What follows belongs to an exercise in optimizing a design on an open flow for small area; a production flow would make more cautious choices. In this exercise RTL edits were held to simulation tests only and were not proved equivalent to the original. Power is estimated from default activity; no workload was simulated.

### design/flow/config.mk
export PLATFORM = sky130hd
export DESIGN_NAME = sa_line_loader
export DESIGN_NICKNAME = sa_line_loader
export VERILOG_FILES = /design/flow/design.v
export SDC_FILE = /design/flow/constraint.sdc
export NUM_CORES = 4
export LEC_CHECK = 0
export CAP_MARGIN = 20
export CORE_MARGIN = 2
export CORE_UTILIZATION = 40
export SLEW_MARGIN = 20
### design/flow/constraint.sdc
create_clock -name core_clock -period 5.0 [get_ports {clk}]
set_input_delay 1.0000 -clock core_clock [delete_from_list [all_inputs] [get_ports {clk}]]
set_output_delay 1.0000 -clock core_clock [all_outputs]
set_load 0.01 [all_outputs]
### design/flow/design.v
package sa_pkg;
  localparam int SA_DEPTH          = 18;
  localparam int SA_WIDTHS         = 1920;
  localparam int SA_ADDR_WIDTH     = 5;
  localparam int SA_IN_WIDTH       = 32;
  localparam int SA_WORDS_PER_LINE = SA_WIDTHS / SA_IN_WIDTH;
  typedef enum logic [1:0] {IDLE, FILL, WRITE, DONE} sa_state_e;
endpackage
module sa_line_packer #(
  parameter int IN_WIDTH = sa_pkg::SA_IN_WIDTH,
  parameter int WORDS    = sa_pkg::SA_WORDS_PER_LINE
) (
  input  logic                clk,
  input  logic                rst_n,
  input  logic                clr_i,
  input  logic                acc_i,
  input  logic [IN_WIDTH-1:0] word_i,
  output logic                last_o,
  output logic [IN_WIDTH*WORDS-1:0] line_nxt_o
);
  localparam int LW      = IN_WIDTH * WORDS;
  localparam int CW      = WORDS > 1 ? $clog2(WORDS) : 1;
  logic [CW-1:0] cnt_q, cnt_d;
  logic [LW-1:0] line_q;
  assign last_o = cnt_q == CW'(WORDS - 1);
  assign cnt_d  = clr_i ? '0 : !acc_i ? cnt_q : last_o ? '0 : cnt_q + 1'b1;
  always_comb begin
    line_nxt_o = line_q;
    if (acc_i) line_nxt_o[cnt_q*IN_WIDTH +: IN_WIDTH] = word_i;
  end
  always_ff @(posedge clk or negedge rst_n) begin
    if (!rst_n) begin
      cnt_q  <= '0;
      line_q <= '0;
    end else begin
      cnt_q  <= cnt_d;
      line_q <= line_nxt_o;
    end
  end
endmodule
module sa_line_loader #(
  parameter int DEPTH      = sa_pkg::SA_DEPTH,
  parameter int WIDTHS     = sa_pkg::SA_WIDTHS,
  parameter int ADDR_WIDTH = sa_pkg::SA_ADDR_WIDTH,
  parameter int IN_WIDTH   = sa_pkg::SA_IN_WIDTH
) (
  input  logic                  clk,
  input  logic                  rst_n,
  input  logic                  start,
  input  logic [IN_WIDTH-1:0]   in_data,
  input  logic                  in_valid,
  output logic                  in_ready,
  output logic [WIDTHS-1:0]     wData,
  output logic                  wEn,
  output logic [ADDR_WIDTH-1:0] wAddr,
  output logic                  busy,
  output logic                  done
);
  localparam int WPL = WIDTHS / IN_WIDTH;
  if (WIDTHS % IN_WIDTH != 0 || DEPTH > 2**ADDR_WIDTH) begin : g_bad_cfg
    $error("sa_line_loader: WIDTHS must be a multiple of IN_WIDTH and DEPTH must fit ADDR_WIDTH");
  end
  sa_pkg::sa_state_e             state_q, state_d;
  logic [ADDR_WIDTH-1:0] addr_q, addr_d, waddr_q, waddr_d;
  logic [WIDTHS-1:0]     wdata_q, wdata_d, line_nxt;
  logic                  wen_q, wen_d, acc, clr, last;
  assign in_ready = state_q == sa_pkg::FILL;
  assign busy     = state_q == sa_pkg::FILL || state_q == sa_pkg::WRITE;
  assign done     = state_q == sa_pkg::DONE;
  assign acc      = in_valid && in_ready;
  assign clr      = start && (state_q == sa_pkg::IDLE || state_q == sa_pkg::DONE);
  assign wEn      = wen_q;
  assign wData    = wdata_q;
  assign wAddr    = waddr_q;
  sa_line_packer #(.IN_WIDTH(IN_WIDTH), .WORDS(WPL)) u_packer (
    .clk        (clk),
    .rst_n      (rst_n),
    .clr_i      (clr),
    .acc_i      (acc),
    .word_i     (in_data),
    .last_o     (last),
    .line_nxt_o (line_nxt)
  );
  always_comb begin
    state_d = state_q;
    addr_d  = addr_q;
    wen_d   = 1'b0;
    wdata_d = wdata_q;
    waddr_d = waddr_q;
    case (state_q)
      sa_pkg::IDLE, sa_pkg::DONE: begin
        if (start) begin
          state_d = sa_pkg::FILL;
          addr_d  = '0;
        end
      end
      sa_pkg::FILL: begin
        if (acc && last) begin
          state_d = sa_pkg::WRITE;
          wen_d   = 1'b1;
          wdata_d = line_nxt;
          waddr_d = addr_q;
        end
      end
      default: begin
        state_d = addr_q == ADDR_WIDTH'(DEPTH - 1) ? sa_pkg::DONE : sa_pkg::FILL;
        addr_d  = addr_q == ADDR_WIDTH'(DEPTH - 1) ? addr_q : addr_q + 1'b1;
      end
    endcase
  end
  always_ff @(posedge clk or negedge rst_n) begin
    if (!rst_n) begin
      state_q <= sa_pkg::IDLE;
      addr_q  <= '0;
      wen_q   <= 1'b0;
      wdata_q <= '0;
      waddr_q <= '0;
    end else begin
      state_q <= state_d;
      addr_q  <= addr_d;
      wen_q   <= wen_d;
      wdata_q <= wdata_d;
      waddr_q <= waddr_d;
    end
  end
endmodule
### design/flow/run.sh
#!/bin/bash
# synth_recipe.tcl (not shown) runs the flow's synth.tcl, then flattens the netlist and writes it again
# the make line also repeats each setting of config.mk as NAME=value (left out here)
make -C /OpenROAD-flow-scripts/flow DESIGN_CONFIG=/design/flow/config.mk WORK_HOME=/design/flow/orfs CLKGATE_MAP_FILE= SYNTH_SCRIPT=/design/flow/synth_recipe.tcl finish
==> parameters.txt, run 1 <==
Parameter                              Value

Yosys
  Post-synthesis average cell area ... between 10 and 15 sq um
  Cell with the most instances after synthesis ... sky130_fd_sc_hd__dfrtp_1
  Most numerous cell types in the synthesized netlist ... sky130_fd_sc_hd__dfrtp_1 (3859), sky130_fd_sc_hd__nand2_1 (3355), sky130_fd_sc_hd__mux2_2 (1169)
  Mapped Cells ... ~13k
  Post-Syn Nets ... around 13k
  Post-synth EDFFs ... 0
  Ys async rst share ... 100.0%
  Post-synthesis sequential element count ... approximately 3.9k
  Top cell type's share of synthesized area ... a little over three fifths
  Main flop type after synthesis ... sky130_fd_sc_hd__dfrtp_1
  Top cell type by total area after synthesis ... sky130_fd_sc_hd__dfrtp_1
  Top cells by area, synth ... sky130_fd_sc_hd__dfrtp_1 (63%), sky130_fd_sc_hd__mux2_2 (8.6%), sky130_fd_sc_hd__nand2_1 (8.2%)
  Cell area after synthesis ... approximately 150000 sq um
  Distinct cell type count after synthesis ... just under 70
  Ys Warns ... 2
  Post-synthesis sequential area ratio ... 62.75%

GRT
  M1 GR Usage ... a little over two fifths
  All-layer global routing usage ... between 30% and 40%
  Vias in the first global route ... roughly 110k
  Antenna violations before repair ... 69
  Largest net degree at the start of global routing ... about 240
  Wire length of the first global-routing pass ... 928700 microns
  Most utilized layer in the global route result ... met2
  Met3 global-route usage ... approximately 8%
  Met2 usage in global routing ... 52.49%
  GR Overflow Total ... 0

Floorplanning
  Horizontal die dimension ... approximately 620 microns
  CORE AREA ... between 300000 and 400000 sq um
  Die outline area ... between 300000 and 400000 sq um
  Initial cell density of the core ... 40.22%
  I/O pin count ... between 1.5k and 2k
  Cell Rows ... 227
  Die Height ... 624.3 microns

Setup path
  Number of cells on the worst reg-to-reg path ... 10
  Worst Path Class, Setup ... reg -> reg
  Arrival time at the worst endpoint ... roughly 5.2 ns
  Data required time at the worst endpoint ... 5.83 ns
  Reg2reg end ... u_packer.line_q[1006]$_DFF_PN0_
  R2r startpoint ... u_packer.cnt_q[2]$_DFFE_PN0P_
  Launch point of the worst path ... u_packer.cnt_q[2]$_DFFE_PN0P_
  Kind of end point of the critical path ... flip-flop
  FF-to-FF setup slack ... roughly 0.65 ns
  Worst Path Max Fanout ... roughly 80
  Capture point of the critical path ... u_packer.line_q[1006]$_DFF_PN0_
  Startpoint kind of the worst setup timing path ... flip-flop

Place
  Global placer's final weighted congestion ... 0.8718
  Post-detailed-placement half-perimeter wirelength ... 451400 microns
  Count of input and output buffers ... about 2k

CTS
  # H-tree levels ... 5
  Clk latency of the worst-skew pair ... slightly above 1 ns
  Clock transition at path regs ... ~0.060 ns
  Number of clock sinks ... between 3k and 4k
  Maximum buffer depth of the clock tree ... 4
  Number of setup buffers added after CTS ... 0
  Clock tree root driver cell ... sky130_fd_sc_hd__clkbuf_16
  CTS-repair resized insts ... 0
  CTS hold repair buffers ... 0
  Clock tree from TritonCTS ... built
  TritonCTS Buffers ... 414

Power
  Power per unit of standard cell area ... 372.2 nW/um^2
  Maximum vdd ir drop ... between 400 and 500 uV
  Leak Pwr ... about 94 nW

Run
  Max-cap check violation count ... 0

STA
  Number of pins exceeding their max-slew limit in the final report ... 0
  # setup viols final ... 0
  Max_slew headroom ... a little under an eighth
  Clock period minus worst slack ... roughly 4.4 ns
  Final Hold Fails ... 0
  Actual transition at the worst max-transition pin ... 1.325 ns
  Setup repair after global routing missed its margin ... no
  Clock tree skew after final layout ... ~0.10 ns
  Post-route clock period utilization ... slightly below 90%
  Setup_tns ... 0 ns
  Fmax ... 229.8 MHz

Detailed routing
  Via count of the routed design ... between 100k and 150k
  Ratio of routed vias to standard cells ... 5.742
  Remaining DRCs ... 0
  Post-detailed-route wirelength per cell ... 33.41 microns
  Iteration-0 DRC count of the detailed router ... around 12k
  ANT nets after route ... 0
  Routed wire length ... approximately 680000 microns
  Number of iterations in the first detailed-routing pass ... 6

Min path
  Class of the tightest hold or removal check ... in -> async

Final layout
  Post-Route Utilization ... approximately half
  Area Overhead vs Synth ... 25.53%
  Ratio of cells with drive above 1 in the final layout ... approximately 16%
  Final nets ... 14.90k

Run status
  Status ... complete, no violations
==> flip-flops by register name (all words and copies together) (netlist names) <==
signal,cells
u_packer.cnt_q,6
wen_q,1
u_packer.line_q,1920
state_q,2
wdata_q,1920
waddr_q,5
addr_q,5
==> cell usage in the layout, fill, tap and decap left out, types with 13 or more instances in the layout <==
cell and count:
sky130_fd_sc_hd__nand2_1 3329, sky130_fd_sc_hd__buf_12 85, sky130_fd_sc_hd__clkinv_2 68, sky130_fd_sc_hd__a2111oi_0 32, sky130_fd_sc_hd__o2bb2ai_1 160, sky130_fd_sc_hd__diode_2 34
sky130_fd_sc_hd__nand4_1 240, sky130_fd_sc_hd__clkbuf_1 104, sky130_fd_sc_hd__o211ai_1 286, sky130_fd_sc_hd__nand2_2 23, sky130_fd_sc_hd__nand3_1 46, sky130_fd_sc_hd__buf_4 315
sky130_fd_sc_hd__o21ai_0 55, sky130_fd_sc_hd__a41oi_1 16, sky130_fd_sc_hd__clkinv_16 14, sky130_fd_sc_hd__a31oi_1 255, sky130_fd_sc_hd__bufinv_16 20, sky130_fd_sc_hd__clkbuf_16 415
sky130_fd_sc_hd__mux2_2 1169, sky130_fd_sc_hd__o31ai_1 396, sky130_fd_sc_hd__nor2_1 274, sky130_fd_sc_hd__clkdlybuf4s50_1 1931, sky130_fd_sc_hd__o221ai_1 90, sky130_fd_sc_hd__inv_1 522
sky130_fd_sc_hd__clkbuf_8 109, sky130_fd_sc_hd__and2_1 34, sky130_fd_sc_hd__o311ai_0 276, sky130_fd_sc_hd__dfrtp_1 3858, sky130_fd_sc_hd__a31o_2 33, sky130_fd_sc_hd__nand3b_1 35
sky130_fd_sc_hd__nand2b_1 35, sky130_fd_sc_hd__mux2i_1 406, sky130_fd_sc_hd__a21oi_1 26, sky130_fd_sc_hd__mux2_1 67, sky130_fd_sc_hd__o41ai_1 218, sky130_fd_sc_hd__a211oi_1 64
sky130_fd_sc_hd__nand3_2 13
==> critical path, cell delays in order (launching register included) <==
cell and delay, ns:
sky130_fd_sc_hd__dfrtp_1 0.32, sky130_fd_sc_hd__buf_4 0.24, sky130_fd_sc_hd__or4_4 0.23, sky130_fd_sc_hd__nor2_1 0.06
sky130_fd_sc_hd__ha_1 0.18, sky130_fd_sc_hd__buf_4 0.22, sky130_fd_sc_hd__nor3b_1 0.48, sky130_fd_sc_hd__a31o_4 0.59
sky130_fd_sc_hd__buf_4 0.77, sky130_fd_sc_hd__nand4_1 0.65, sky130_fd_sc_hd__o21ai_0 0.36
==> layout make-up <==
| class | count | area (sq um) |
|---|---|---|
| fillers | 34204 | 189400 |
| flip-flops and latches | 3859 | 96570 |
| multi-input cells | 7719 | 50870 |
| repair buffers | 2334 | 23450 |
| clock buffers | 628 | 12280 |
| well taps | 5038 | 6304 |
| inverters | 523 | 1971 |
| clock inverters | 129 | 1653 |
| diodes | 34 | 85.08 |
==> worst min-delay path by stage <==
stage | end | slack [ns]
3_3_place_gp | wdata_q[1762]$_DFFE_PN0P_ | 0.44
6_report | wdata_q[736]$_DFFE_PN0P_ | 0.005
4_1_cts | wdata_q[736]$_DFFE_PN0P_ | 0.008
2_1_floorplan | wdata_q[1513]$_DFFE_PN0P_ | 0.43
3_5_place_dp | wdata_q[1500]$_DFFE_PN0P_ | 0.45
5_1_grt | wdata_q[736]$_DFFE_PN0P_ | 0.03
==> metal layers <==
layer | vias up | wire length [microns]
li1 | 49099 | -
met1 | 60949 | 262700
met2 | 5041 | 307900
met3 | 1258 | 56650
met4 | 10 | 49620
met5 | - | 62
==> per-stage QoR <==
| stage | area (sq um) | worst slack (ns) | total power (W) | instances | hold slack, ns |
|---|---|---|---|---|---|
| after floorplan | 153900 | 1.541 | 0.03665 | 13335 | 0.4315 |
| after global placement | 179100 | 0.6858 | 0.04084 | 19472 | 0.4404 |
| after detailed placement | 179200 | 0.6611 | 0.04091 | 19473 | 0.4472 |
| after CTS | 193100 | 0.8043 | 0.07218 | 20230 | 0.007899 |
| after global routing | 193100 | 0.4728 | 0.07384 | 20234 | 0.03112 |
| final | 193200 | 0.6483 | 0.07190 | 20264 | 0.005021 |
==> power by group <==
part	internal [W]	switching, W	total, W
sequential	0.0317	0.000222	0.0320
combinational	0.00140	0.00708	0.00848
clock	0.0180	0.0134	0.0314
total	0.0512	0.0207	0.0719
==> logic make-up after synthesis <==
logic type | share of synthesized area, %
AOI/OAI and AO/OA | 9.857
xor gates and xnor gates | 0.03497
adders and majority gates | 0.07318
buffers and inverters | 4.612
DFF | 62.75
muxes | 11.76
and+or+nand+nor | 10.92
==> inputs of run 2 (changes only) <==
==> design/flow/design.v (replaced) <==
package sa_pkg;
  localparam int SA_DEPTH          = 18;
  localparam int SA_WIDTHS         = 1920;
  localparam int SA_ADDR_WIDTH     = 5;
  localparam int SA_IN_WIDTH       = 32;
  localparam int SA_WORDS_PER_LINE = SA_WIDTHS / SA_IN_WIDTH;
  typedef enum logic [1:0] {IDLE, FILL, WRITE, DONE} sa_state_e;
endpackage
module sa_line_packer #(
  parameter int IN_WIDTH = sa_pkg::SA_IN_WIDTH,
  parameter int WORDS    = sa_pkg::SA_WORDS_PER_LINE
) (
  input  logic                clk,
  input  logic                rst_n,
  input  logic                fill_i,
  input  logic                valid_i,
  input  logic [IN_WIDTH-1:0] word_n_i,
  output logic                last_o,
  output logic [IN_WIDTH*(WORDS-1)-1:0] stage_o
);
  localparam int SW = IN_WIDTH * (WORDS - 1);
  localparam int CW = WORDS > 1 ? $clog2(WORDS) : 1;
  logic [CW-1:0] cnt_q;
  logic [SW-1:0] stage_q;
  logic          acc;
  assign acc    = valid_i && fill_i;
  assign last_o = cnt_q == CW'(WORDS - 1);
  assign stage_o = stage_q;
  always_ff @(posedge clk or negedge rst_n) begin
    if (!rst_n) cnt_q <= '0;
    else if (acc) cnt_q <= last_o ? '0 : cnt_q + 1'b1;
  end
  always_ff @(posedge clk) begin
    if (valid_i) stage_q <= {stage_q[SW-IN_WIDTH-1:0], word_n_i};
  end
endmodule
module sa_line_loader #(
  parameter int DEPTH      = sa_pkg::SA_DEPTH,
  parameter int WIDTHS     = sa_pkg::SA_WIDTHS,
  parameter int ADDR_WIDTH = sa_pkg::SA_ADDR_WIDTH,
  parameter int IN_WIDTH   = sa_pkg::SA_IN_WIDTH
) (
  input  logic                  clk,
  input  logic                  rst_n,
  input  logic                  start,
  input  logic [IN_WIDTH-1:0]   in_data,
  input  logic                  in_valid,
  output logic                  in_ready,
  output logic [WIDTHS-1:0]     wData,
  output logic                  wEn,
  output logic [ADDR_WIDTH-1:0] wAddr,
  output logic                  busy,
  output logic                  done
);
  localparam int WPL = WIDTHS / IN_WIDTH;
  if (WIDTHS % IN_WIDTH != 0 || DEPTH > 2**ADDR_WIDTH) begin : g_bad_cfg
    $error("sa_line_loader: WIDTHS must be a multiple of IN_WIDTH and DEPTH must fit ADDR_WIDTH");
  end
  localparam logic [1:0] S_IDLE = 2'b00, S_FILL = 2'b01, S_WRITE = 2'b11, S_DONE = 2'b10;
  logic [1:0]            state_q;
  logic [ADDR_WIDTH-1:0] waddr_q;
  logic                  first_q, wvld_q, last, load;
  logic [WIDTHS-1:0]     wdata_nq;
  logic [IN_WIDTH-1:0]   word_n;
  logic [WIDTHS-IN_WIDTH-1:0] stage_n;
  logic [WIDTHS-1:0]     line_n;
  assign in_ready = state_q == S_FILL;
  assign busy     = state_q[0];
  assign done     = state_q == S_DONE;
  assign wEn      = state_q == S_WRITE;
  assign wAddr    = waddr_q;
  assign wData    = ~wdata_nq & {WIDTHS{wvld_q}};
  assign word_n   = ~in_data;
  assign load     = in_ready && in_valid && last;
  sa_line_packer #(.IN_WIDTH(IN_WIDTH), .WORDS(WPL)) u_packer (
    .clk      (clk),
    .rst_n    (rst_n),
    .fill_i   (in_ready),
    .valid_i  (in_valid),
    .word_n_i (word_n),
    .last_o   (last),
    .stage_o  (stage_n)
  );
  for (genvar j = 0; j < WPL - 1; j++) begin : g_line
    assign line_n[j*IN_WIDTH +: IN_WIDTH] = stage_n[(WPL-2-j)*IN_WIDTH +: IN_WIDTH];
  end
  assign line_n[(WPL-1)*IN_WIDTH +: IN_WIDTH] = word_n;
  always_ff @(posedge clk or negedge rst_n) begin
    if (!rst_n) begin
      state_q <= S_IDLE;
      waddr_q <= '0;
      wvld_q  <= 1'b0;
    end else begin
      case (state_q)
        S_FILL:  if (load) state_q <= S_WRITE;
        S_WRITE: state_q <= waddr_q == ADDR_WIDTH'(DEPTH - 1) ? S_DONE : S_FILL;
        default: if (start) state_q <= S_FILL;
      endcase
      if (load) begin
        waddr_q <= first_q ? '0 : waddr_q + 1'b1;
        wvld_q  <= 1'b1;
      end
    end
  end
  always_ff @(posedge clk) begin
    if (!state_q[0] && start) first_q <= 1'b1;
    else if (load) first_q <= 1'b0;
    if (load) wdata_nq <= line_n;
  end
endmodule
==> run 2 against run 1 <==
Count of clock-buffer cells in the layout decreased by 169. Hold slack improved by 0.37 ns. Critical path type is now reg -> out. Largest cell class unchanged. Setup slack got worse by 0.022 ns. Wire length decreased by 40%. Highest routed layer unchanged. Critical path depth decreased by 6. Cell count decreased by 37%. Global-route usage decreased by 9.5 points.
==> parameters.txt, run 2 <==
Parameter                              Value

Final layout
  Largest reg by FF count ... wdata_nq
  Post-Layout Inst Area ... ~170000 sq um
  Area Overhead vs Synth ... 29.43%
  Commonest cells after routing, fill and taps aside ... sky130_fd_sc_hd__edfxtp_1 (3808), sky130_fd_sc_hd__clkdlybuf4s50_1 (1963), sky130_fd_sc_hd__nor2b_1 (1921)
  Post-Route Utilization ... between 50% and 60%
  Registers with the highest flip-flop counts ... wdata_nq x1920, u_packer.stage_q x1888, u_packer.cnt_q x6
  Most common library cell in the layout ignoring fill and taps ... sky130_fd_sc_hd__edfxtp_1
  Final nets ... around 8.3k
  Number of flip-flops under the largest register name ... 1920
  Final instance count without filler cells ... ~13k
  Ratio of cells with drive above 1 in the final layout ... approximately 7.4%
  Filler Cell Count ... 25.06k

GRT
  Vias in the first global route ... 62.29k
  Antenna violations before repair ... 41
  Wire length of the first global-routing pass ... about 540000 microns
  All-layer global routing usage ... between 20 and 25%
  GR Overflow Total ... 0
  Largest net degree at the start of global routing ... 180

CTS
  Maximum buffer depth of the clock tree ... 4
  Number of clock sinks ... about 3.8k
  Clk latency of the worst-skew pair ... between 0.9 and 1 ns
  CTS hold repair buffers ... 0
  CTS-repair resized insts ... 0
  Number of setup buffers added after CTS ... 0
  Clock transition at path regs ... around 0.06 ns
  # H-tree levels ... 5
  Clock tree root driver cell ... sky130_fd_sc_hd__clkbuf_16
  TritonCTS Buffers ... 381
  Clock tree from TritonCTS ... built

Place
  Total instance count after detailed placement ... roughly 12k
  Count of input and output buffers ... between 1.5k and 2k
  Global placer's final weighted congestion ... 0.9388
  Post-detailed-placement half-perimeter wirelength ... 303600 microns
  Placed standard-cell area ... between 150000 and 200000 sq um

Min path
  Worst hold path endpoint ... wdata_nq[1690]$_DFFE_PP_
  Class of the tightest hold or removal check ... reg -> reg
  Worst Hold Depth ... 0
  Hold wc startpoint ... u_packer.stage_q[218]$_DFFE_PP_

Yosys
  Most numerous cell types in the synthesized netlist ... sky130_fd_sc_hd__edfxtp_1 (3808), sky130_fd_sc_hd__nor2b_1 (1921), sky130_fd_sc_hd__clkbuf_1 (203)
  Post-synthesis sequential area ratio ... approximately nine tenths
  Main flop type after synthesis ... sky130_fd_sc_hd__edfxtp_1
  Top cell type by total area after synthesis ... sky130_fd_sc_hd__edfxtp_1
  Distinct cell type count after synthesis ... 32
  Ys async rst share ... less than 1%
  Top cell type's share of synthesized area ... roughly nine tenths
  Ys Warns ... 2
  Mapped Cells ... slightly above 6k
  Post-synthesis average cell area ... around 21 sq um
  Cell with the most instances after synthesis ... sky130_fd_sc_hd__edfxtp_1
  Post-synth EDFFs ... about 3.8k
  Post-synthesis sequential element count ... between 3k and 4k
  Post-Syn Nets ... 6093
  Top cells by area, synth ... sky130_fd_sc_hd__edfxtp_1 (89%), sky130_fd_sc_hd__nor2b_1 (9.4%), sky130_fd_sc_hd__clkbuf_1 (0.59%)
  Cell area after synthesis ... between 100000 and 150000 sq um

STA
  Setup_tns ... 0 ns
  Actual transition at the worst max-transition pin ... 1.165 ns
  Max_slew headroom ... 22.33%
  Final Hold Fails ... 0
  Setup repair after global routing missed its margin ... no
  Clock tree skew after final layout ... between 0.08 and 0.09 ns
  Fmax ... ~230 MHz
  Post-route clock period utilization ... about 90%
  Clock period minus worst slack ... 4.374 ns
  # setup viols final ... 0
  Number of pins exceeding their max-slew limit in the final report ... 0

Floorplanning
  CORE AREA ... 318300 sq um
  Die Height ... about 570 microns
  I/O pin count ... 1965
  Initial cell density of the core ... roughly two fifths
  Die outline area ... roughly 320000 sq um
  Horizontal die dimension ... about 570 microns
  Cell Rows ... between 200 and 250

Run
  Max-cap check violation count ... 0

Power
  Maximum vdd ir drop ... around 360 uV
  Power per unit of standard cell area ... between 500 and 600 nW/um^2
  Leak Pwr ... ~54 nW

Detailed routing
  Number of iterations in the first detailed-routing pass ... 6
  Via count of the routed design ... approximately 64k
  Routed wire length ... between 400000 and 500000 microns
  Iteration-0 DRC count of the detailed router ... between 6k and 7k
  Post-detailed-route wirelength per cell ... approximately 32 microns
  ANT nets after route ... 0
  Ratio of routed vias to standard cells ... a little under 5
  Remaining DRCs ... 0

Setup path
  FF-to-FF setup slack ... around 1.6 ns
  Arrival time at the worst endpoint ... around 3.4 ns
  Worst Path Class, Setup ... reg -> out
  Kind of end point of the critical path ... primary output
  Reg2reg end ... wdata_nq[902]$_DFFE_PP_
  Number of cells on the worst reg-to-reg path ... 5
  Startpoint kind of the worst setup timing path ... flip-flop
  R2r startpoint ... state_q[0]$_DFFE_PN0P_
  Worst Path Max Fanout ... 132
  Data required time at the worst endpoint ... 4.00 ns

Run status
  Status ... complete, no violations
-- run 2: cell count changes after synthesis, sizes merged, moves of 486 or more --
cell / previous run / this run
nand2: 3355 / 10
nor2b: 3 / 1921
dfrtp: 3859 / 14
edfxtp: 0 / 3808
inv: 522 / 36
clkbuf: 917 / 203
mux2: 1236 / 3
-- run 2: final cells by class --
type / count / area (sq um) / area share, %
antenna: 17 / 42.54 / 0.02566
clock buffer: 459 / 9955 / 6.004
sequential: 3823 / 114700 / 69.19
tap: 4180 / 5230 / 3.154
inverter: 36 / 138.9 / 0.08376
multi-input combinational: 1979 / 12420 / 7.489
clock inverter: 233 / 2222 / 1.340
timing repair buffer: 2062 / 21080 / 12.71
-- run 2: through the flow --
stage | total power, W | hold slack [ns] | setup WS [ns]
floorplan | 0.04742 | 0.4003 | -25.71
global placement | 0.05974 | 0.4012 | 0.9744
detailed placement | 0.05979 | 0.4045 | 0.8847
CTS | 0.08766 | 0.3811 | 0.4205
global route | 0.08967 | 0.3968 | 0.3598
finish | 0.08696 | 0.3722 | 0.6259
-- run 2: worst max-delay path: stages (launching register included) --
cell	delay, ns
sky130_fd_sc_hd__dfrtp_4	0.63
sky130_fd_sc_hd__buf_12	0.23
sky130_fd_sc_hd__buf_12	0.37
sky130_fd_sc_hd__nor2b_1	0.45
sky130_fd_sc_hd__clkdlybuf4s50_1	0.63
-- run 2: where the power goes --
part	switching, W	internal [W]
clock	0.0121	0.0158
sequential	0.00111	0.0372
combinational	0.0106	0.0102
-- run 2: cell families (layout without fill, tap and decap cells) --
logic type	count (synthesis)	count (layout)	synth area share, %
other	0	17	0
multiplexers	3	3	0.03223
AO/OA/AOI/OAI	17	17	0.09279
flip-flops	3823	3823	89.55
buffers and inverters	252	2790	0.7560
AND/OR/NAND/NOR	1956	1956	9.538
adder cells (fa/ha/maj)	3	3	0.02930
-- run 2: worst max path at each step --
stage	startpoint	end	slack (ns)	cells after the start
after floorplan	in_valid	wdata_nq[0]$_DFFE_PP_	-25.71	4
after global placement	in_valid	wdata_nq[1184]$_DFFE_PP_	0.97	6
after detailed placement	in_valid	wdata_nq[1091]$_DFFE_PP_	0.88	6
after CTS	wvld_q$_DFFE_PN0P_	wData[1496]	0.42	4
after global routing	wvld_q$_DFFE_PN0P_	wData[104]	0.36	4
final	wvld_q$_DFFE_PN0P_	wData[1705]	0.63	4
-- run 2: layer usage --
| layer | part of all wire, % | GRT usage (%) | wire (microns) |
|---|---|---|---|
| met1 | 36 | 28.36 | 146100 |
| met2 | 51 | 41.56 | 206400 |
| met5 | 0.023 | 0 | 92 |
| met4 | 4.9 | 10.94 | 20090 |
| met3 | 8.8 | 7.464 | 35980 |
==> inputs of run 3 (changes only) <==
--- a/design/flow/design.v
+++ b/design/flow/design.v
@@ -59,7 +59,7 @@
   localparam logic [1:0] S_IDLE = 2'b00, S_FILL = 2'b01, S_WRITE = 2'b11, S_DONE = 2'b10;
   logic [1:0]            state_q;
   logic [ADDR_WIDTH-1:0] waddr_q;
-  logic                  first_q, wvld_q, last, load;
+  logic                  first_q, wnone_q, last, load;
   logic [WIDTHS-1:0]     wdata_nq;
   logic [IN_WIDTH-1:0]   word_n;
   logic [WIDTHS-IN_WIDTH-1:0] stage_n;
@@ -69,7 +69,7 @@
   assign done     = state_q == S_DONE;
   assign wEn      = state_q == S_WRITE;
   assign wAddr    = waddr_q;
-  assign wData    = ~wdata_nq & {WIDTHS{wvld_q}};
+  assign wData    = ~(wdata_nq | {WIDTHS{wnone_q}});
   assign word_n   = ~in_data;
   assign load     = in_ready && in_valid && last;
   sa_line_packer #(.IN_WIDTH(IN_WIDTH), .WORDS(WPL)) u_packer (
@@ -89,7 +89,7 @@
     if (!rst_n) begin
       state_q <= S_IDLE;
       waddr_q <= '0;
-      wvld_q  <= 1'b0;
+      wnone_q <= 1'b1;
     end else begin
       case (state_q)
         S_FILL:  if (load) state_q <= S_WRITE;
@@ -98,7 +98,7 @@
       endcase
       if (load) begin
         waddr_q <= first_q ? '0 : waddr_q + 1'b1;
-        wvld_q  <= 1'b1;
+        wnone_q <= 1'b0;
       end
     end
   end
==> design/flow/flow/run.sh (new file) <==
#!/bin/bash
# Standard ORFS layout, with the smallest buffer on every input and output port and a clock
# tree built without dummy balancing loads.
set -euo pipefail
export BUFFER_PORTS_ARGS="-buffer_cell sky130_fd_sc_hd__buf_1"
export CTS_ARGS="-sink_clustering_enable -repair_clock_nets -sink_clustering_size 18 -sink_clustering_max_diameter 40 -buf_list {sky130_fd_sc_hd__clkbuf_8} -dont_use_dummy_load"
bash standard.sh > flow_standard.log 2>&1
==> design/flow/standard.sh (new file) <==
#!/bin/bash
# synth_recipe.tcl (not shown) runs the flow's synth.tcl, then flattens the netlist and writes it again
# the make line also repeats each setting of config.mk as NAME=value (left out here)
make -C /OpenROAD-flow-scripts/flow DESIGN_CONFIG=/design/flow/config.mk WORK_HOME=/design/flow/orfs CLKGATE_MAP_FILE= SYNTH_SCRIPT=/design/flow/synth_recipe.tcl "${@:-finish}"
--- a/design/flow/config.mk
+++ b/design/flow/config.mk
@@ -5,7 +5,8 @@
 export SDC_FILE = /design/flow/constraint.sdc
 export NUM_CORES = 4
 export LEC_CHECK = 0
+export ABC_AREA = 1
 export CAP_MARGIN = 20
 export CORE_MARGIN = 2
-export CORE_UTILIZATION = 40
+export CORE_UTILIZATION = 60
 export SLEW_MARGIN = 20
removed: design/flow/run.sh
==> run 3 against run 2 <==
The run now fails in I/O pin placement (3_2_place_iop). Synthesized area down 3.5%. Synthesized cell count up 0.36%.
==> parameters.txt, run 3 <==
Parameter                              Value

Yosys
  Ys async rst share ... 0.3662%
  Main combinational cell family by area after synthesis ... simple AND/OR/NAND/NOR gates
  Mapped Cells ... between 6k and 7k
  Post-synth EDFFs ... 3808
  Portion of netlist area occupied by mux cells ... 0%
  Most numerous cell types in the synthesized netlist ... sky130_fd_sc_hd__edfxtp_1 (3808), sky130_fd_sc_hd__nor2_1 (1932), sky130_fd_sc_hd__buf_2 (209)
  Cell area after synthesis ... around 120000 sq um
  Post-Syn Nets ... ~6.1k
  Arithmetic-cell share of the synthesized area counting full adders, half adders and majority gates ... 0.03038%
  Top cell type's share of synthesized area ... roughly 93%
  Ys Warns ... 2
  Post-synthesis sequential area ratio ... 92.84%
  Distinct cell type count after synthesis ... 25
  Synthesized-area fraction occupied by and/or/nand/nor cells ... around 6%
  Cell with the most instances after synthesis ... sky130_fd_sc_hd__edfxtp_1
  Top cells by area, synth ... sky130_fd_sc_hd__edfxtp_1 (93%), sky130_fd_sc_hd__nor2_1 (5.9%), sky130_fd_sc_hd__buf_2 (0.85%)
  Main flop type after synthesis ... sky130_fd_sc_hd__edfxtp_1
  Top cell type by total area after synthesis ... sky130_fd_sc_hd__edfxtp_1
  Post-synthesis share of cell area spent on xor and xnor gates ... 0%
  Post-synthesis average cell area ... just over 20 sq um
  Post-synthesis sequential element count ... between 3k and 4k
  Post-synthesis compound-gate area fraction ... less than 1%

Floorplanning
  Initial cell density of the core ... between 60% and 70%
  Die Height ... 457.8 microns
  Cell Rows ... 166
  Horizontal die dimension ... 457.8 microns

Run status
  Status ... aborted with a tool error
  First error ... [ERROR PPL-0024] Number of IO pins (1965) exceeds maximum number of available positions (1658). Increase the die perimeter from 1831.22um to 2672.40um.
  Last stage ... I/O pin placement (3_2_place_iop)
## run 3: changes by cell type after synthesis, sizes merged, moves of 3 or more
cell    change
clkbuf    -198
o31ai       -4
inv        +11
nor2b    -1921
o21ai       +3
o211ai      -4
nand2      +18
nor2     +1925
or3         -4
buf       +197
nand4       +6
nand3       +6
mux2        -3
## run 3: kinds of logic after synthesis
family | after synthesis
AND/OR/NAND/NOR | 1977
adder cells (fa/ha/maj) | 3
buffers and inverters | 262
flip-flops | 3823
AO/OA/AOI/OAI | 11
==> inputs of run 4 (changes only) <==
==> design/flow/flow/run.sh (replaced) <==
#!/bin/bash
# Standard ORFS layout, with the smallest buffer on every input and output port and a clock
# tree built without dummy balancing loads.
set -euo pipefail
export BUFFER_PORTS_ARGS="-buffer_cell sky130_fd_sc_hd__buf_1"
export CTS_ARGS="-sink_clustering_enable -repair_clock_nets -sink_clustering_size 14 -sink_clustering_max_diameter 40 -buf_list {sky130_fd_sc_hd__clkbuf_8} -dont_use_dummy_load"
bash standard.sh > flow_standard.log 2>&1
--- a/design/flow/config.mk
+++ b/design/flow/config.mk
@@ -8,5 +8,5 @@
 export ABC_AREA = 1
 export CAP_MARGIN = 20
 export CORE_MARGIN = 2
-export CORE_UTILIZATION = 60
+export CORE_UTILIZATION = 40
 export SLEW_MARGIN = 20
==> run 4 against run 3 <==
The run now finishes clean. Synthesized area unchanged. Synthesized cell count is the same.
==> parameters.txt, run 4 <==
Parameter                              Value

Setup path
  Worst Path Max Fanout ... 38
  Sequence of cells on the critical path ... buf_16, buf_4, nor2_1, buf_1
  Kind of end point of the critical path ... primary output
  Count of buffer and inverter cells on the critical path ... 3
  Family with the most delay on the worst path ... buffers and inverters
  Worst stage delay on the critical path ... just under 1 ns
  Slowest cell on crit path ... sky130_fd_sc_hd__dfstp_4
  Arrival time at the worst endpoint ... approximately 3.4 ns
  Startpoint kind of the worst setup timing path ... flip-flop
  Data required time at the worst endpoint ... ~4.0 ns
  Worst Path Class, Setup ... reg -> out

Detailed routing
  Ratio of routed vias to standard cells ... 5.168
  Via count of the routed design ... ~65k
  Number of iterations in the first detailed-routing pass ... 6
  Routed wire length ... just under 400000 microns
  Iteration-0 DRC count of the detailed router ... around 8.7k
  Remaining DRCs ... 0
  Post-detailed-route wirelength per cell ... roughly 31 microns
  ANT nets after route ... 0

STA
  Worst hold slack across all endpoints ... approximately 0.14 ns
  Setup_tns ... 0 ns
  Setup repair after global routing missed its margin ... no
  Number of pins exceeding their max-slew limit in the final report ... 0
  Clock period minus worst slack ... 4.429 ns
  Clock tree skew after final layout ... between 0.2 and 0.25 ns
  Fmax ... approximately 230 MHz
  Max_slew headroom ... around 28%
  # setup viols final ... 0
  Post-route clock period utilization ... roughly 90%
  Least setup slack across all paths after layout ... approximately 0.57 ns
  Actual transition at the worst max-transition pin ... around 1.1 ns
  Final Hold Fails ... 0

Run
  Max-cap check violation count ... 0

Yosys
  Top cells by area, synth ... sky130_fd_sc_hd__edfxtp_1 (93%), sky130_fd_sc_hd__nor2_1 (5.9%), sky130_fd_sc_hd__buf_2 (0.85%)
  Post-synthesis sequential element count ... approximately 3.8k
  Most numerous cell types in the synthesized netlist ... sky130_fd_sc_hd__edfxtp_1 (3808), sky130_fd_sc_hd__nor2_1 (1932), sky130_fd_sc_hd__buf_2 (209)
  Ys Warns ... 2
  Post-synthesis average cell area ... between 20 and 25 sq um
  Cell area after synthesis ... 123600 sq um
  Distinct cell type count after synthesis ... 25
  Mapped Cells ... 6076
  Post-Syn Nets ... around 6k
  Top cell type's share of synthesized area ... between 90% and 100%
  Cell with the most instances after synthesis ... sky130_fd_sc_hd__edfxtp_1
  Post-synth EDFFs ... roughly 3.8k
  Post-synthesis sequential area ratio ... 92.84%
  Main flop type after synthesis ... sky130_fd_sc_hd__edfxtp_1
  Ys async rst share ... 0.3662%
  Top cell type by total area after synthesis ... sky130_fd_sc_hd__edfxtp_1

GRT
  M1 GR Usage ... 30.14%
  Met2 usage in global routing ... a little under 40%
  Vias in the first global route ... 61.89k
  Wire length of the first global-routing pass ... 517700 microns
  Most utilized layer in the global route result ... met2
  All-layer global routing usage ... roughly a quarter
  GR Overflow Total ... 0
  Antenna violations before repair ... 48
  Met3 global-route usage ... 6.370%
  Largest net degree at the start of global routing ... 184

CTS
  Clock tree from TritonCTS ... built
  Number of setup buffers added after CTS ... 0
  Number of clock sinks ... around 3.8k
  Clock tree root driver cell ... sky130_fd_sc_hd__clkbuf_8
  Maximum buffer depth of the clock tree ... 4
  Clk latency of the worst-skew pair ... 1.13 ns
  # H-tree levels ... 5
  TritonCTS Buffers ... roughly 430
  Clock transition at path regs ... approximately 0.070 ns

Floorplanning
  I/O pin count ... roughly 2.0k
  Initial cell density of the core ... approximately 40%
  CORE AREA ... slightly above 300000 sq um
  Cell Rows ... between 200 and 250
  Die Height ... between 500 and 600 microns
  Die outline area ... 313400 sq um
  Horizontal die dimension ... around 560 microns

Power
  Power per unit of standard cell area ... ~420 nW/um^2
  Reg power frac ... just over 60%
  Maximum vdd ir drop ... between 200 and 250 uV
  Clock Power Share ... approximately 29%
  Proportion of power drawn by combinational gates ... under 10%
  Switching Share ... about a quarter
  Internal power ... 0.04531 W
  Switching component of the power ... 0.01517 W
  Leak Pwr ... 45.58 nW
  Final Power ... around 0.060 W

Final layout
  Most common library cell in the layout ignoring fill and taps ... sky130_fd_sc_hd__edfxtp_1
  Final instance count without filler cells ... 12.52k
  Number of flip-flops under the largest register name ... ~1.9k
  Area Overhead vs Synth ... 15.45%
  Registers with the highest flip-flop counts ... wdata_nq x1920, u_packer.stage_q x1888, u_packer.cnt_q x6
  Ratio of cells with drive above 1 in the final layout ... around 6.7%
  Final nets ... about 8.4k
  Largest reg by FF count ... wdata_nq
  Commonest cells after routing, fill and taps aside ... sky130_fd_sc_hd__edfxtp_1 (3808), sky130_fd_sc_hd__buf_1 (1963), sky130_fd_sc_hd__nor2_1 (1932)

Place
  Total instance count after detailed placement ... around 12k
  Worst setup timing slack at the placement stage ... 1.310 ns
  Count of input and output buffers ... between 1.5k and 2k
  Global placer's final weighted congestion ... 0.9895
  Post-detailed-placement half-perimeter wirelength ... 294800 microns

Min path
  Class of the tightest hold or removal check ... in -> reg

Run status
  Status ... complete, no violations
-- run 4: cell counts after synthesis --
No cell type changed its count.
-- run 4: layout make-up --
type	count	area (sq um)
multi-input cells	1991	7591
fillers	26408	165400
flip-flops and latches	3823	114700
diodes	16	40.04
repair buffers	2098	9097
clock buffers	425	5849
well taps	4120	5155
inverters	47	202.7
-- run 4: cell families (layout without fill, tap and decap cells) --
group / Yosys count / in the layout / share of synthesized area [%]
flops: 3823 / 3823 / 92.84
simple gates: 1977 / 1977 / 6.055
buf+inv: 262 / 2570 / 1.014
compound gates: 11 / 11 / 0.05772
fa+ha+maj: 3 / 3 / 0.03038
other cells: 0 / 16 / 0
-- run 4: final timing paths --
check                                                 from  depth (start not counted)                               to  slack, ns
setup / recovery                       wnone_q$_DFFE_PN1P_                          4                      wData[1511]       0.57
hold / removal                                 in_data[14]                          2   u_packer.stage_q[14]$_DFFE_PP_       0.14
setup reg to reg             u_packer.cnt_q[0]$_DFFE_PN0P_                          6          wdata_nq[846]$_DFFE_PP_       2.13
hold reg to reg            u_packer.stage_q[328]$_DFFE_PP_                          0  u_packer.stage_q[360]$_DFFE_PP_       0.32
max in group asynchronous                            rst_n                          2    u_packer.cnt_q[3]$_DFFE_PN0P_       3.82
min in group asynchronous                            rst_n                          2           state_q[0]$_DFFE_PN0P_       0.53
-- run 4: worst register-to-register path: cells and delay by family (launching register included) --
| kind | cells | cell delay, ns |
|---|---|---|
| adder cells (fa/ha/maj) | 1 | 0.29 |
| buffers and inverters | 2 | 1.10 |
| flip-flops | 1 | 0.42 |
| AND/OR/NAND/NOR | 3 | 0.60 |
-- run 4: per-stage QoR --
stage,util [%],instance area [sq um]
6_report,46.31,142700
5_1_grt,46.30,142600
4_1_cts,46.29,142600
3_5_place_dp,44.38,136700
3_3_place_gp,44.38,136700
2_1_floorplan,-,123600
-- run 4: metal layers --
metal / up-vias / part of all wire (%)
li1: 26538 / -
met5: - / 0.035
met4: 22 / 5.4
met2: 3862 / 49
met1: 33558 / 36
met3: 724 / 9.6
-- run 4: power by group through the flow --
stage / clock, W / sequential (W) / combinational, W
detailed placement: 0 / 0.0379 / 0.00591
floorplan: 0 / 0.0373 / 0.00287
global placement: 0 / 0.0379 / 0.00583
finish: 0.0174 / 0.0372 / 0.00592
global route: 0.0190 / 0.0373 / 0.00625
CTS: 0.0178 / 0.0372 / 0.00593
-- run 4: repair_timing --
action / in CTS / in global routing
hold buffers: 3 / 0
resized for setup: 0 / 0
endpoints found under the hold margin: 17 / 0
==> inputs of run 5 (changes only) <==
==> design/flow/flow/run.sh (replaced) <==
#!/bin/bash
# Standard ORFS layout, with the smallest buffer on every input and output port and a clock
# tree built without dummy balancing loads.
set -euo pipefail
export BUFFER_PORTS_ARGS="-buffer_cell sky130_fd_sc_hd__buf_1"
export CTS_ARGS="-sink_clustering_enable -repair_clock_nets -sink_clustering_size 20 -sink_clustering_max_diameter 50 -buf_list {sky130_fd_sc_hd__clkbuf_8 sky130_fd_sc_hd__clkbuf_16} -root_buf sky130_fd_sc_hd__clkbuf_16 -tree_buf sky130_fd_sc_hd__clkbuf_16 -sink_clustering_buffer sky130_fd_sc_hd__clkbuf_8 -dont_use_dummy_load"
bash standard.sh > flow_standard.log 2>&1
==> run 5 against run 4 <==
Sequential share of layout area increased by 0.46 points. Largest power group unchanged. Global-route usage is 0.070 points lower. Clock skew down 0.077 ns. Synthesized area is the same. Critical path depth unchanged. Cell count decreased by 0.75%. Register-to-register slack improved by 0.04 ns. Total power is 1.7% lower.
==> parameters.txt, run 5 <==
Parameter                              Value

Floorplanning
  Die outline area ... ~310000 sq um
  Initial cell density of the core ... roughly two fifths
  Cell Rows ... roughly 200
  Die Height ... 559.8 microns
  I/O pin count ... 1965
  CORE AREA ... ~310000 sq um
  Horizontal die dimension ... ~560 microns

Power
  Internal power ... 0.04455 W
  Maximum vdd ir drop ... around 240 uV
  Clock Power Share ... 27.5%
  Reg power frac ... a little over three fifths
  Switching Share ... 25.05%
  Leak Pwr ... between 40 and 50 nW
  Power per unit of standard cell area ... roughly 420 nW/um^2
  Proportion of power drawn by combinational gates ... 10.0%
  Switching component of the power ... around 0.015 W

STA
  Actual transition at the worst max-transition pin ... between 1 and 1.5 ns
  Fmax ... around 240 MHz
  Final Hold Fails ... 0
  Number of pins exceeding their max-slew limit in the final report ... 0
  Clock period minus worst slack ... approximately 4.2 ns
  Setup repair after global routing missed its margin ... no
  Max_slew headroom ... 26.52%
  Post-route clock period utilization ... between 80% and 90%
  Clock tree skew after final layout ... ~0.12 ns
  # setup viols final ... 0

CTS
  Number of clock sinks ... around 3.8k
  Clock tree root driver cell ... sky130_fd_sc_hd__clkbuf_16
  Number of setup buffers added after CTS ... 0
  CTS hold repair buffers ... 0
  Clock transition at path regs ... between 0.1 and 0.15 ns
  TritonCTS Buffers ... between 300 and 400
  Maximum buffer depth of the clock tree ... 4
  Clk latency of the worst-skew pair ... 0.91 ns
  CTS-repair resized insts ... 0
  # H-tree levels ... 5
  Clock tree from TritonCTS ... built

Final layout
  Commonest cells after routing, fill and taps aside ... sky130_fd_sc_hd__edfxtp_1 (3808), sky130_fd_sc_hd__buf_1 (1963), sky130_fd_sc_hd__nor2_1 (1932)
  Register area ... between 100000 and 150000 sq um
  Ratio of cells with drive above 1 in the final layout ... slightly below 6%
  Most common library cell in the layout ignoring fill and taps ... sky130_fd_sc_hd__edfxtp_1
  Registers with the highest flip-flop counts ... wdata_nq x1920, u_packer.stage_q x1888, u_packer.cnt_q x6
  Number of flip-flops under the largest register name ... between 1.5k and 2k
  Filler Cell Count ... ~27k
  Largest reg by FF count ... wdata_nq
  Area Overhead vs Synth ... 14.80%
  Final nets ... 8336
  Final instance count without filler cells ... approximately 12k
  Area of the multi-input gates ... between 7000 and 8000 sq um
  Post-Route Utilization ... between 40% and 50%

Detailed routing
  Via count of the routed design ... ~64k
  Ratio of routed vias to standard cells ... 5.161
  Routed wire length ... around 390000 microns
  Remaining DRCs ... 0
  Post-detailed-route wirelength per cell ... 31.58 microns
  ANT nets after route ... 0
  Iteration-0 DRC count of the detailed router ... about 8.6k
  Number of iterations in the first detailed-routing pass ... 6

Yosys
  Main combinational cell family by area after synthesis ... simple AND/OR/NAND/NOR gates
  Arithmetic-cell share of the synthesized area counting full adders, half adders and majority gates ... 0.03038%
  Distinct cell type count after synthesis ... 25
  Cell with the most instances after synthesis ... sky130_fd_sc_hd__edfxtp_1
  Ys async rst share ... less than 1%
  Portion of netlist area occupied by mux cells ... 0%
  Ys Warns ... 2
  Most numerous cell types in the synthesized netlist ... sky130_fd_sc_hd__edfxtp_1 (3808), sky130_fd_sc_hd__nor2_1 (1932), sky130_fd_sc_hd__buf_2 (209)
  Post-Syn Nets ... 6115
  Top cell type by total area after synthesis ... sky130_fd_sc_hd__edfxtp_1
  Post-synthesis sequential area ratio ... between 90% and 100%
  Mapped Cells ... just over 6k
  Top cells by area, synth ... sky130_fd_sc_hd__edfxtp_1 (93%), sky130_fd_sc_hd__nor2_1 (5.9%), sky130_fd_sc_hd__buf_2 (0.85%)
  Top cell type's share of synthesized area ... between 90% and 100%
  Cell area after synthesis ... approximately 120000 sq um
  Post-synth EDFFs ... about 3.8k
  Post-synthesis average cell area ... a little over 20 sq um
  Main flop type after synthesis ... sky130_fd_sc_hd__edfxtp_1
  Post-synthesis sequential element count ... between 3k and 4k
  Synthesized-area fraction occupied by and/or/nand/nor cells ... ~6%
  Post-synthesis compound-gate area fraction ... less than 1%
  Post-synthesis share of cell area spent on xor and xnor gates ... 0%

Setup path
  Data required time at the worst endpoint ... ~4.0 ns
  FF-to-FF setup slack ... 2.17 ns
  Arrival time at the worst endpoint ... 3.21 ns
  Slowest cell on crit path ... sky130_fd_sc_hd__dfstp_4
  Worst stage delay on the critical path ... about 0.96 ns
  R2r startpoint ... u_packer.cnt_q[0]$_DFFE_PN0P_
  Kind of end point of the critical path ... primary output
  Sequence of cells on the critical path ... buf_16, buf_4, nor2_1, buf_1
  Capture point of the critical path ... wData[1511]
  Worst Path Max Fanout ... 38
  Worst Path Class, Setup ... reg -> out
  Reg2reg end ... wdata_nq[1182]$_DFFE_PP_
  Number of cells on the worst reg-to-reg path ... 7
  Launch point of the worst path ... wnone_q$_DFFE_PN1P_
  Startpoint kind of the worst setup timing path ... flip-flop

Place
  Total instance count after detailed placement ... between 10k and 15k
  Post-detailed-placement half-perimeter wirelength ... 294800 microns
  Global placer's final weighted congestion ... between 0.9 and 1
  Count of input and output buffers ... around 2.0k

GRT
  Antenna violations before repair ... 50
  GR Overflow Total ... 0
  Wire length of the first global-routing pass ... between 500000 and 600000 microns
  Largest net degree at the start of global routing ... 184
  All-layer global routing usage ... 24.20%
  Vias in the first global route ... approximately 61k

Run
  Max-cap check violation count ... 0

Min path
  Class of the tightest hold or removal check ... in -> async

Run status
  Status ... complete, no violations
run 5: cell counts after synthesis:
No cell type changed its count.
run 5: critical path, delay by kind of cell (launching register included):
kind                   cells  cell delay (ns)
and+or+nand+nor            1             0.18
DFF                        1             0.96
buffers and inverters      3             1.07
run 5: power groups by stage:
stage                     clock network, W  logic, W  registers (W)
after floorplan                          0   0.00287         0.0373
after global placement                   0   0.00583         0.0379
after detailed placement                 0   0.00591         0.0379
after CTS                           0.0168   0.00593         0.0372
after global routing                0.0179   0.00625         0.0373
final                               0.0163   0.00592         0.0372
run 5: final cells by class:
cell class	count	share of cell area, %
multi-input combinational	1991	5.351
tap	4120	3.634
timing repair buffer	2095	6.392
antenna	11	0.01941
inverter	47	0.1429
sequential	3823	80.88
clock buffer	339	3.583
run 5: worst min path at each step:
stage	slack, ns	cells past startpoint	endpoint
final	0.16	1	state_q[0]$_DFFE_PN0P_
after global routing	0.17	1	state_q[0]$_DFFE_PN0P_
after CTS	0.1	1	state_q[0]$_DFFE_PN0P_
after detailed placement	0.40	0	wdata_nq[10]$_DFFE_PP_
after global placement	0.40	0	wdata_nq[29]$_DFFE_PP_
after floorplan	0.40	0	wdata_nq[0]$_DFFE_PP_
run 5: cells by family after synthesis:
| kind of cell | count (synthesis) |
|---|---|
| AO/OA/AOI/OAI | 11 |
| adder cells (fa/ha/maj) | 3 |
| buffers and inverters | 262 |
| flip-flops | 3823 |
| AND/OR/NAND/NOR | 1977 |
run 5: routing by layer:
layer  wire length [microns]  GRT usage [%]
met4                   21400          11.45
met2                  190400          39.69
met1                  141900          30.03
met5                     146              0
met3                   38570          6.266
run 5: stage by stage:
step	TNS, ns	setup slack [ns]	area [sq um]	hold slack [ns]	total power, W
final	0	0.7928	141900	0.1606	0.05944
after global routing	0	0.7006	141800	0.1704	0.06140
after CTS	0	0.6718	141800	0.09538	0.05988
after detailed placement	0	1.310	136700	0.4045	0.04381
after global placement	0	1.362	136700	0.4049	0.04373
after floorplan	-1759.08	-0.9211	123600	0.4003	0.04020
==> inputs of run 6 (changes only) <==
==> design/flow/flow/run.sh (replaced) <==
#!/bin/bash
# Standard ORFS layout, with the smallest buffer on every input and output port and a clock
# tree built without dummy balancing loads.
set -euo pipefail
export BUFFER_PORTS_ARGS="-buffer_cell sky130_fd_sc_hd__buf_1"
export CTS_ARGS="-sink_clustering_enable -repair_clock_nets -sink_clustering_size 18 -sink_clustering_max_diameter 80 -buf_list {sky130_fd_sc_hd__clkbuf_8 sky130_fd_sc_hd__clkbuf_16} -root_buf sky130_fd_sc_hd__clkbuf_16 -tree_buf sky130_fd_sc_hd__clkbuf_16 -sink_clustering_buffer sky130_fd_sc_hd__clkbuf_8 -dont_use_dummy_load"
bash standard.sh > flow_standard.log 2>&1
==> run 6 against run 5 <==
Still clean. Core utilization shrank 0.48 points. Sequential power is essentially flat. Register-to-register slack lost 0.07 ns. Die area is the same. Combinational power is essentially flat. Critical path depth is the same. Design area shrank 1.1%. Non-clock buffer count is the same. Synthesized cell count is the same. Setup slack lost 0.063 ns. Global-route usage shrank 0.090 points. Highest routed layer unchanged.
==> parameters.txt, run 6 <==
Parameter                              Value

Final layout
  Commonest cells after routing, fill and taps aside ... sky130_fd_sc_hd__edfxtp_1 (3808), sky130_fd_sc_hd__buf_1 (1963), sky130_fd_sc_hd__nor2_1 (1932)
  Largest reg by FF count ... wdata_nq
  Number of flip-flops under the largest register name ... ~1.9k
  Most common library cell in the layout ignoring fill and taps ... sky130_fd_sc_hd__edfxtp_1
  Final instance count without filler cells ... between 10k and 15k
  Ratio of cells with drive above 1 in the final layout ... approximately 4.7%
  Post-Route Utilization ... between 40% and 50%
  Registers with the highest flip-flop counts ... wdata_nq x1920, u_packer.stage_q x1888, u_packer.cnt_q x6
  Final nets ... just over 8k
  Area Overhead vs Synth ... 13.59%

Detailed routing
  Post-detailed-route wirelength per cell ... 31.73 microns
  Length of routed met2 wiring ... approximately 190000 microns
  Sum of met3 wire segment lengths after detailed routing ... ~36000 microns
  Routed wire length ... 391400 microns
  Post-Route M1 WL ... around 140000 microns
  Uppermost signal routing layer after detailed routing ... met5
  Remaining DRCs ... 0
  Iteration-0 DRC count of the detailed router ... roughly 9.3k
  Number of iterations in the first detailed-routing pass ... 6
  Via count of the routed design ... 63.64k
  Ratio of routed vias to standard cells ... between 5 and 6
  ANT nets after route ... 0

Floorplanning
  Die Height ... around 560 microns
  I/O pin count ... about 2.0k
  CORE AREA ... just over 300000 sq um
  Cell Rows ... between 200 and 250
  Horizontal die dimension ... between 500 and 600 microns
  Initial cell density of the core ... between 40% and 50%
  Die outline area ... approximately 310000 sq um

Yosys
  Synthesized-area fraction occupied by and/or/nand/nor cells ... roughly 6.1%
  Distinct cell type count after synthesis ... 25
  Post-synthesis compound-gate area fraction ... 0.05772%
  Post-Syn Nets ... between 6k and 7k
  Ys async rst share ... less than 1%
  Top cell type by total area after synthesis ... sky130_fd_sc_hd__edfxtp_1
  Main flop type after synthesis ... sky130_fd_sc_hd__edfxtp_1
  Most numerous cell types in the synthesized netlist ... sky130_fd_sc_hd__edfxtp_1 (3808), sky130_fd_sc_hd__nor2_1 (1932), sky130_fd_sc_hd__buf_2 (209)
  Post-synthesis average cell area ... slightly above 20 sq um
  Mapped Cells ... 6076
  Cell area after synthesis ... about 120000 sq um
  Top cells by area, synth ... sky130_fd_sc_hd__edfxtp_1 (93%), sky130_fd_sc_hd__nor2_1 (5.9%), sky130_fd_sc_hd__buf_2 (0.85%)
  Post-synthesis share of cell area spent on xor and xnor gates ... 0%
  Post-synthesis sequential area ratio ... 92.84%
  Post-synthesis sequential element count ... roughly 3.8k
  Ys Warns ... 2
  Post-synth EDFFs ... approximately 3.8k
  Arithmetic-cell share of the synthesized area counting full adders, half adders and majority gates ... less than 1%
  Portion of netlist area occupied by mux cells ... 0%
  Main combinational cell family by area after synthesis ... simple AND/OR/NAND/NOR gates
  Cell with the most instances after synthesis ... sky130_fd_sc_hd__edfxtp_1
  Top cell type's share of synthesized area ... 92.54%

STA
  Clock period minus worst slack ... roughly 4.3 ns
  Clock tree skew after final layout ... 0.09776 ns
  # setup viols final ... 0
  Post-route clock period utilization ... a little under nine tenths
  Setup repair after global routing missed its margin ... no
  Final Hold Fails ... 0
  Max_slew headroom ... between 20 and 30%
  Fmax ... about 230 MHz
  Worst hold slack across all endpoints ... 0.1859 ns
  Actual transition at the worst max-transition pin ... roughly 1.1 ns
  Number of pins exceeding their max-slew limit in the final report ... 0
  Least setup slack across all paths after layout ... approximately 0.73 ns

Setup path
  Sequence of cells on the critical path ... buf_16, buf_4, nor2_1, buf_1
  Arrival time at the worst endpoint ... between 3 and 4 ns
  Slowest cell on crit path ... sky130_fd_sc_hd__dfstp_4
  R2r startpoint ... u_packer.cnt_q[0]$_DFFE_PN0P_
  Data required time at the worst endpoint ... roughly 4.0 ns
  Worst stage delay on the critical path ... slightly below 1 ns
  Worst Path Max Fanout ... 38
  Startpoint kind of the worst setup timing path ... flip-flop
  Number of cells on the worst reg-to-reg path ... 7
  Kind of end point of the critical path ... primary output
  Worst Path Class, Setup ... reg -> out
  Reg2reg end ... wdata_nq[1182]$_DFFE_PP_
  FF-to-FF setup slack ... approximately 2.1 ns

GRT
  Largest net degree at the start of global routing ... around 180
  Wire length of the first global-routing pass ... 513500 microns
  All-layer global routing usage ... 24.11%
  Antenna violations before repair ... 43
  Vias in the first global route ... 60.48k
  GR Overflow Total ... 0

CTS
  CTS-repair resized insts ... 0
  Clock tree root driver cell ... sky130_fd_sc_hd__clkbuf_16
  Clock transition at path regs ... between 0.1 and 0.15 ns
  Maximum buffer depth of the clock tree ... 4
  # H-tree levels ... 4
  CTS hold repair buffers ... 0
  TritonCTS Buffers ... approximately 240
  Number of setup buffers added after CTS ... 0
  Clk latency of the worst-skew pair ... roughly 0.89 ns
  Clock tree from TritonCTS ... built
  Number of clock sinks ... around 3.8k

Place
  Total instance count after detailed placement ... roughly 12k
  Global placer's final weighted congestion ... approximately 0.99
  Worst setup timing slack at the placement stage ... 1.310 ns
  Post-detailed-placement half-perimeter wirelength ... a little under 300000 microns
  Count of input and output buffers ... just under 2k

Power
  Maximum vdd ir drop ... around 270 uV
  Power per unit of standard cell area ... roughly 400 nW/um^2
  Leak Pwr ... approximately 44 nW

Min path
  Class of the tightest hold or removal check ... in -> async

Run status
  Status ... complete, no violations

Run
  Max-cap check violation count ... 0
run 6: cell count changes in the layout (fill, tap and decap cells not counted):
cell,previous run,this run
sky130_fd_sc_hd__diode_2,11,15
sky130_fd_sc_hd__clkbuf_8,302,222
sky130_fd_sc_hd__clkbuf_16,37,21
run 6: cells by family (layout without fill, tap and decap cells):
kind of cell / after synthesis / after routing
simple gates: 1977 / 1977
compound gates: 11 / 11
fa+ha+maj: 3 / 3
flops: 3823 / 3823
buf+inv: 262 / 2385
other cells: 0 / 15
run 6: report_power, final:
group | total, W | leakage (nW) | switching (W) | internal, W
combinational | 0.00592 | 6.60 | 0.00449 | 0.00143
sequential | 0.0372 | 35.9 | 0.000809 | 0.0364
clock | 0.0139 | 1.86 | 0.00916 | 0.00478
run 6: how the worst max path moves through the flow:
stage,slack [ns],endpoint,from,cells after the start
floorplan,-0.92,waddr_q[1]$_DFFE_PN0P_,in_valid,5
global placement,1.36,wdata_nq[1140]$_DFFE_PP_,in_valid,7
detailed placement,1.31,wdata_nq[1107]$_DFFE_PP_,in_valid,7
CTS,0.60,wData[1511],wnone_q$_DFFE_PN1P_,4
global route,0.63,wData[1511],wnone_q$_DFFE_PN1P_,4
finish,0.73,wData[1511],wnone_q$_DFFE_PN1P_,4
run 6: area by class of cell:
cell class                      instances  area (sq um)
Multi-Input combinational cell       1991          7591
Tap cell                             4120          5155
Fill cell                           26614        167700
Sequential cell                      3823        114700
Inverter                               47         202.7
Clock buffer                          243          3581
Timing Repair Buffer                 2095          9067
Antenna cell                           15         37.54
run 6: per-stage QoR:
step	total power [W]	TNS (ns)	cell area, sq um
after floorplan	0.04020	-1759.08	123600
after global placement	0.04373	0	136700
after detailed placement	0.04381	0	136700
after CTS	0.05742	0	140300
after global routing	0.05886	0	140300
final	0.05702	0	140400
run 6: critical path: cells and delay by family, from the launching register on:
family,cells,cell delay (ns)
AND/OR/NAND/NOR,1,0.16
flip-flops,1,0.99
buffers and inverters,3,1.09
run 6: metal layers:
layer,GRT usage (%),vias to the layer above
met3,5.662,623
met5,0,-
met1,30.13,33176
li1,-,26145
met4,10.94,20
met2,39.97,3675
==> inputs of run 7 (changes only) <==
--- a/design/flow/config.mk
+++ b/design/flow/config.mk
@@ -6,7 +6,7 @@
 export NUM_CORES = 4
 export LEC_CHECK = 0
 export ABC_AREA = 1
-export CAP_MARGIN = 20
+export CAP_MARGIN = 10
 export CORE_MARGIN = 2
 export CORE_UTILIZATION = 40
-export SLEW_MARGIN = 20
+export SLEW_MARGIN = 10
==> run 7 against run 6 <==
Total power is 0.12% lower. Die area stayed put. Register-to-register slack better by 0.10 ns. Cell count hardly changed. Setup slack worse by 0.20 ns. Sequential power hardly changed. Core utilization hardly changed. Sequential cell count stayed put. Largest cell class unchanged. Largest power group unchanged. Highest routed layer unchanged.
==> parameters.txt, run 7 <==
Parameter                              Value

CTS
  Clock tree from TritonCTS ... built
  Number of clock sinks ... ~3.8k
  CTS hold repair buffers ... 0
  # H-tree levels ... 4
  Clock transition at path regs ... 0.11 ns
  Clock tree root driver cell ... sky130_fd_sc_hd__clkbuf_16
  CTS-repair resized insts ... 0
  Maximum buffer depth of the clock tree ... 4

Final layout
  Largest reg by FF count ... wdata_nq
  Number of flip-flops under the largest register name ... ~1.9k
  Registers with the highest flip-flop counts ... wdata_nq x1920, u_packer.stage_q x1888, u_packer.cnt_q x6
  Post-Layout Inst Area ... 140300 sq um
  Commonest cells after routing, fill and taps aside ... sky130_fd_sc_hd__edfxtp_1 (3808), sky130_fd_sc_hd__buf_1 (1963), sky130_fd_sc_hd__nor2_1 (1932)
  Ratio of cells with drive above 1 in the final layout ... 4.636%
  Most common library cell in the layout ignoring fill and taps ... sky130_fd_sc_hd__edfxtp_1
  Area Overhead vs Synth ... 13.56%

Power
  Power per unit of standard cell area ... between 400 and 500 nW/um^2
  Leak Pwr ... around 44 nW
  Maximum vdd ir drop ... around 270 uV

Setup path
  Count of buffer and inverter cells on the critical path ... 2
  Family with the most delay on the worst path ... flip-flops
  Worst Path Max Fanout ... 38
  Worst stage delay on the critical path ... between 1 and 1.5 ns
  Sequence of cells on the critical path ... buf_4, nor2_1, buf_1
  Startpoint kind of the worst setup timing path ... flip-flop
  Arrival time at the worst endpoint ... 3.47 ns
  Kind of end point of the critical path ... primary output
  Slowest cell on crit path ... sky130_fd_sc_hd__dfstp_4

Place
  Count of input and output buffers ... about 2k
  Placed standard-cell area ... approximately 140000 sq um
  Global placer's final weighted congestion ... slightly below 1
  Post-detailed-placement half-perimeter wirelength ... between 200000 and 300000 microns

Yosys
  Top cell type's share of synthesized area ... roughly 93%
  Post-synth EDFFs ... approximately 3.8k
  Mapped Cells ... ~6k
  Distinct cell type count after synthesis ... 25
  Post-synthesis sequential area ratio ... between 90% and 100%
  Top cells by area, synth ... sky130_fd_sc_hd__edfxtp_1 (93%), sky130_fd_sc_hd__nor2_1 (5.9%), sky130_fd_sc_hd__buf_2 (0.85%)
  Post-synthesis average cell area ... approximately 20 sq um
  Ys Warns ... 2
  Main flop type after synthesis ... sky130_fd_sc_hd__edfxtp_1
  Most numerous cell types in the synthesized netlist ... sky130_fd_sc_hd__edfxtp_1 (3808), sky130_fd_sc_hd__nor2_1 (1932), sky130_fd_sc_hd__buf_2 (209)
  Cell with the most instances after synthesis ... sky130_fd_sc_hd__edfxtp_1
  Ys async rst share ... less than 1%

Floorplanning
  Initial cell density of the core ... between 40 and 50%
  Cell Rows ... between 200 and 250
  CORE AREA ... 308100 sq um
  I/O pin count ... ~2.0k
  Horizontal die dimension ... 559.8 microns
  Die outline area ... about 310000 sq um

STA
  Clock period minus worst slack ... 4.471 ns
  Max_slew headroom ... 20.85%
  Actual transition at the worst max-transition pin ... 1.187 ns
  Setup repair after global routing missed its margin ... no
  Final Hold Fails ... 0
  Post-route clock period utilization ... about nine tenths
  Fmax ... between 200 and 250 MHz
  Clock tree skew after final layout ... roughly 0.10 ns
  # setup viols final ... 0

Detailed routing
  Number of iterations in the first detailed-routing pass ... 6
  ANT nets after route ... 0
  Ratio of routed vias to standard cells ... about 5.1
  Post-detailed-route wirelength per cell ... around 32 microns

GRT
  Largest net degree at the start of global routing ... between 150 and 200
  Wire length of the first global-routing pass ... around 510000 microns
  Antenna violations before repair ... 55
  GR Overflow Total ... 0
  All-layer global routing usage ... 24.13%
  Vias in the first global route ... about 60k

Min path
  Class of the tightest hold or removal check ... in -> async

Run status
  Status ... complete, no violations
## run 7: cell count changes in the layout (fill, tap and decap cells not counted), sizes merged
cell and delta:
clkbuf -1, buf -1
## run 7: worst paths after layout
| path | startpoint | endpoint | slack [ns] | cells past startpoint |
|---|---|---|---|---|
| min in group core_clock | in_data[12] | u_packer.stage_q[12]$_DFFE_PP_ | 0.37 | 2 |
| max reg2reg | u_packer.cnt_q[0]$_DFFE_PN0P_ | wdata_nq[1142]$_DFFE_PP_ | 2.20 | 6 |
| min reg2reg | u_packer.stage_q[1491]$_DFFE_PP_ | wdata_nq[403]$_DFFE_PP_ | 0.38 | 0 |
| max | wnone_q$_DFFE_PN1P_ | wData[1511] | 0.53 | 3 |
| max in group asynchronous | rst_n | u_packer.cnt_q[1]$_DFFE_PN0P_ | 4.25 | 1 |
| min | rst_n | state_q[0]$_DFFE_PN0P_ | 0.18 | 1 |
## run 7: report_power, final
part | switching, W | internal [W]
Combinational | 0.00445 | 0.00142
Sequential | 0.000847 | 0.0364
Clock | 0.00911 | 0.00476
Total | 0.0144 | 0.0425
## run 7: cell families after synthesis
logic type	share of synthesized area (%)
fa+ha+maj	0.03038
buf+inv	1.014
compound gates	0.05772
simple gates	6.055
flops	92.84
## run 7: layout make-up
cell class	instances	area (sq um)
repair buffers	2094	9040
clock buffers	242	3567
multi-input cells	1991	7591
fillers	26618	167800
well taps	4120	5155
diodes	15	37.54
inverters	47	202.7
flip-flops and latches	3823	114700
## run 7: layer usage
metal / GRT usage [%] / vias up / share of wire [%]
li1: - / 26148 / -
met1: 29.99 / 33179 / 36
met2: 39.74 / 3511 / 49
met3: 6.067 / 614 / 9.5
met4: 11.20 / 18 / 5.3
met5: 0 / - / 0.028
## run 7: through the flow
stage	total power (W)	setup slack (ns)	hold WS [ns]	utilization [%]
2_1_floorplan	0.04020	-0.9211	0.4003	-
3_3_place_gp	0.04373	1.362	0.4049	44.38
3_5_place_dp	0.04380	1.299	0.4045	44.38
4_1_cts	0.05732	0.4211	0.09154	45.53
5_1_grt	0.05883	0.4740	0.1690	45.54
6_report	0.05695	0.5291	0.1791	45.55

Setup slack of run 7, layout unchanged: 0.529 ns with ideal ports, 0.408 ns with driving cells assumed (clock clkbuf_16, inputs buf_2), 1.298 ns with port delays also shifted by the 0.938 ns mid clock arrival.
